Source: an optimization exercise on an open RTL-to-GDS flow (aim: small area and few clock cycles per item). Production flows keep margins and buffers that such runs may drop. Only simulation tests tie the RTL to the original design; equivalence was not proved.

Design bc1_bc2_bc3_block_decoder, start of the top module:
module bc1_bc2_bc3_block_decoder
#(
	parameter int MAX_DIM = bc_pkg::BC_MAX_DIM
) (
	input  wire logic                 clk,
	input  wire logic                 arst_n,
	input  wire logic                 blk_valid,
	output logic                      blk_stall,
	input  wire logic [149:0]         blk_data,
	output logic                      row_valid,
	input  wire logic                 row_stall,
	output logic      [156:0]         row_data,
	input  wire logic                 psel,
	input  wire logic                 penable,
	input  wire logic                 pwrite,
	input  wire logic [bc_pkg::BC_ADDR_W-1:0] paddr,
	input  wire logic [31:0]          pwdata,
	output logic      [31:0]          prdata,
	output logic                      pready
);
For scale: ~2500 cells after synthesis, roughly 200 flip-flops.
export LEC_CHECK = 0
export ABC_AREA = 1
export CAP_MARGIN = 20
export CORE_MARGIN = 2
export CORE_UTILIZATION = 40
export GPL_TIMING_DRIVEN = 0
export SETUP_SLACK_MARGIN = 0.1
export SLEW_MARGIN = 20
create_clock -name core_clock -period 7.0 [get_ports {clk}]
standard.sh (not shown) runs the stock make flow with config.mk's settings and CLKGATE_MAP_FILE= SYNTH_SCRIPT=/design/flow/synth_recipe.tcl, a recipe that flattens the netlist after the stock synthesis.
==> flow/flow/run.sh <==
#!/bin/bash
# Own layout flow: the standard ORFS flow, with an area-oriented logic synthesis.
# The only changes are in a copy of ORFS's scripts folder:
#   - synth.tcl: no extract_fa (full/half adder extraction) and no Kogge-Stone carry map, so
#     adders stay ripple-carry logic that ABC optimizes with the rest;
#   - abc_area.script: ABC restructures (deepsyn), then maps twice for area under a 2.5 ns delay target, without buffer/upsize.
# and the ports are buffered with the smallest buffer (buf_1) instead of clkdlybuf4s50_1.
# Registers, their names and the rest of the flow are unchanged. Each tool's log is kept in
# orfs/logs (ORFS) and in the make logs written here.
set -euo pipefail
W=$PWD
S=$W/flow_scripts
rm -rf "$S"
mkdir -p "$S"
cp -r "$FLOW_HOME/scripts/." "$S/"
cp "$W/flow/abc_area.script" "$S/abc_area.script"
python3 - "$S/synth.tcl" <<'PY'
import sys
p = sys.argv[1]
s = open(p).read()
a = "  extract_fa {*}[dont_use_extract_fa_args]\n"
b = '    "-extra-map $::env(FLOW_HOME)/platforms/common/lcu_kogge_stone.v"]'
assert a in s and b in s
s = s.replace(a, "").replace(b, "    ]")
open(p, "w").write(s)
PY
bash standard.sh SCRIPTS_DIR="$S" BUFFER_PORTS_ARGS="-buffer_cell sky130_fd_sc_hd__buf_1" finish > "$W/make_flow.log" 2>&1
==> flow/flow/abc_area.script <==
strash
&get -n
&deepsyn -T 300
&put
dch
map -D 2500
strash
dch
map -D 2500
topo
The baseline completed with no timing, DRC or antenna violations.
Testbench counts at the start, summed over its fixed seeds: cycles 8,208, items 8,192.
==> next run, changes <==
--- a/flow/flow/run.sh
+++ b/flow/flow/run.sh
@@ -6 +6 @@
-#   - abc_area.script: ABC restructures (deepsyn), then maps twice for area under a 2.5 ns delay target, without buffer/upsize.
+#   - abc_area.script: ABC restructures (deepsyn), then maps for delay (map), without buffer/upsize.
==> flow/flow/abc_area.script (replaced) <==
strash
&get -n
&deepsyn -T 60
&put
dch
map -D 5.0
topo
Settings changed: SETUP_SLACK_MARGIN 0.1 to not set.
=> The new run completed with no timing, DRC or antenna violations. Count of clock-buffer cells in the layout came out lower by 3. Synthesized cell count rose by a few percent. Global-route usage rose by 2.3 points. Die area came out higher by a few percent. Final area came out higher by a few percent.
==> next run, changes <==
--- a/flow/flow/run.sh
+++ b/flow/flow/run.sh
@@ -6 +6 @@
-#   - abc_area.script: ABC restructures (deepsyn), then maps for delay (map), without buffer/upsize.
+#   - abc_area.script: ABC restructures (deepsyn), then maps twice for area under a 3 ns delay target, without buffer/upsize.
==> flow/flow/abc_area.script (replaced) <==
strash
&get -n
&deepsyn -T 180
&put
dch
map -D 3000
strash
dch
map -D 3000
topo
Settings changed: SETUP_SLACK_MARGIN set to 0.1.
Outcome: Hold slack got worse by 0.0076 ns. Sequential share of layout area rises by 0.85 points. Utilization increases by 2.0 points. Synthesized area goes down by 6.4%. Setup slack improves by 0.039 ns. First-iteration DRC count shrinks by 34%. Final area decreases by 3.3%.
==> next run, changes <==
==> flow/flow/abc_area.script (replaced) <==
strash
&get -n
&deepsyn -T 60
&put
dch
map -D 3000
strash
dch
map -D 3000
topo
Settings changed: SETUP_SLACK_MARGIN 0.1 to not set.
Result:
- The new run completed without violations
- global-route usage hardly moves
- core utilization drops by 0.44 points
- wire length barely changes
- clock-buffer cell count stays the same
- die area does not change
- design area drops by 0.87%
- final cell count drops by 0.31%
- fmax drops by 0.56%

========
v6:
Another version of the RTL of bc1_bc2_bc3_block_decoder (not shown whole).
Size: roughly 2800 cells after synthesis, about 180 flip-flops, roughly 380 I/O pins, ~19000 um^2 of cells after synthesis.
Settings: LEC_CHECK=0, ABC_AREA=1, CAP_MARGIN=20, CORE_MARGIN=2, CORE_UTILIZATION=60, GPL_TIMING_DRIVEN=0, SLEW_MARGIN=20; clock period 7.0 ns.
==> flow/flow/run.sh <==
#!/bin/bash
# Own layout flow: the standard ORFS flow, with an area-oriented logic synthesis.
# The only changes are in a copy of ORFS's scripts folder:
#   - synth.tcl: no extract_fa (full/half adder extraction) and no Kogge-Stone carry map, so
#     adders stay ripple-carry logic that ABC optimizes with the rest;
#   - abc_area.script: ABC restructures (deepsyn) and maps with a 5 ns delay target, without buffer/upsize.
# and the ports are buffered with the smallest buffer (buf_1) instead of clkdlybuf4s50_1.
# Registers, their names and the rest of the flow are unchanged. Each tool's log is kept in
# orfs/logs (ORFS) and in the make logs written here.
set -euo pipefail
W=$PWD
S=$W/flow_scripts
rm -rf "$S"
mkdir -p "$S"
cp -r "$FLOW_HOME/scripts/." "$S/"
cp "$W/flow/abc_area.script" "$S/abc_area.script"
python3 - "$S/synth.tcl" <<'PY'
import sys
p = sys.argv[1]
s = open(p).read()
a = "  extract_fa {*}[dont_use_extract_fa_args]\n"
b = '    "-extra-map $::env(FLOW_HOME)/platforms/common/lcu_kogge_stone.v"]'
assert a in s and b in s
s = s.replace(a, "").replace(b, "    ]")
open(p, "w").write(s)
PY
bash standard.sh SCRIPTS_DIR="$S" BUFFER_PORTS_ARGS="-buffer_cell sky130_fd_sc_hd__buf_1" finish > "$W/make_flow.log" 2>&1
==> flow/flow/abc_area.script <==
strash
&get -n
&deepsyn -T 60
&put
dch
map -D 5.0
topo
Testbench counts of v6, summed over its fixed seeds: cycles 8,200, items 8,192.
### v6 -> v7
# v6
export LEC_CHECK = 0
export ABC_AREA = 1
export CAP_MARGIN = 20
export CORE_MARGIN = 2
export CORE_UTILIZATION = 60
export GPL_TIMING_DRIVEN = 0
export SLEW_MARGIN = 20
create_clock -name core_clock -period 7.0 [get_ports {clk}]
# v7
export LEC_CHECK = 0
export ABC_AREA = 1
export CAP_MARGIN = 20
export CORE_MARGIN = 2
export CORE_UTILIZATION = 40
export GPL_TIMING_DRIVEN = 0
export SLEW_MARGIN = 20
create_clock -name core_clock -period 7.0 [get_ports {clk}]
v7 supports a higher top clock frequency than v6. Relative to v6, arrival time of the worst setup path has gone down in v7. v7 vs v6: number of iterations in the first detailed-routing pass down in v7. Changes observed in v7 relative to v6: area occupied by multi-input gates decreased by 0.37% relative to the old numbers; met3 routing resource usage after global routing lower; DRC violation total after the first TritonRoute iteration went down by 42%.

==> what the ideal ports hide <==
The results above use ideal ports. As a check the final layouts listed here were re-extracted and re-timed, cells and wires unchanged. Step 1 sets driving cells, clkbuf_16 on the clock port and buf_2 on the other inputs (assumed; they add their load-dependent delay and slew). Step 2, shift: input delay + t, output delay - t, t = (earliest + latest rising clock arrival at the registers) / 2. This alone moves slack from input paths to output paths. Three values: ideal, step 1, step 2; two values: the first two.
| run | shift t [ns] | setup WS [ns] | hold slack, ns | worst setup path after step 2 | worst register clock-pin slew, ns |
|---|---|---|---|---|---|
| the first run of note 1 | 0.545 | 0.315 / 0.258 / 0.803 | 0.445 / 0.445 / 0.445 | register to output | 0.10 / 0.10 |
| the second run of note 1 | 0.530 | 0.175 / 0.120 / 0.650 | 0.474 / 0.474 / 0.474 | register to output | 0.09 / 0.09 |
| the third run of note 1 | 0.561 | 0.214 / 0.153 / 0.714 | 0.467 / 0.467 / 0.467 | register to output | 0.09 / 0.09 |
| the fourth run of note 1 | 0.560 | 0.176 / 0.115 / 0.675 | 0.465 / 0.465 / 0.465 | register to output | 0.09 / 0.09 |
| v6 | 0.504 | 0.166 / 0.116 / -0.158 | 0.501 / 0.501 / 0.501 | input to register | 0.08 / 0.08 |
| v7 | 0.514 | 0.274 / 0.218 / 0.072 | 0.499 / 0.499 / 0.499 | input to register | 0.08 / 0.08 |
With both steps, setup timing fails in v6, where it was met with ideal ports. For v6, which loses most, drivers alone change the setup slack by -0.050 ns; drivers and shift together by -0.324 ns.
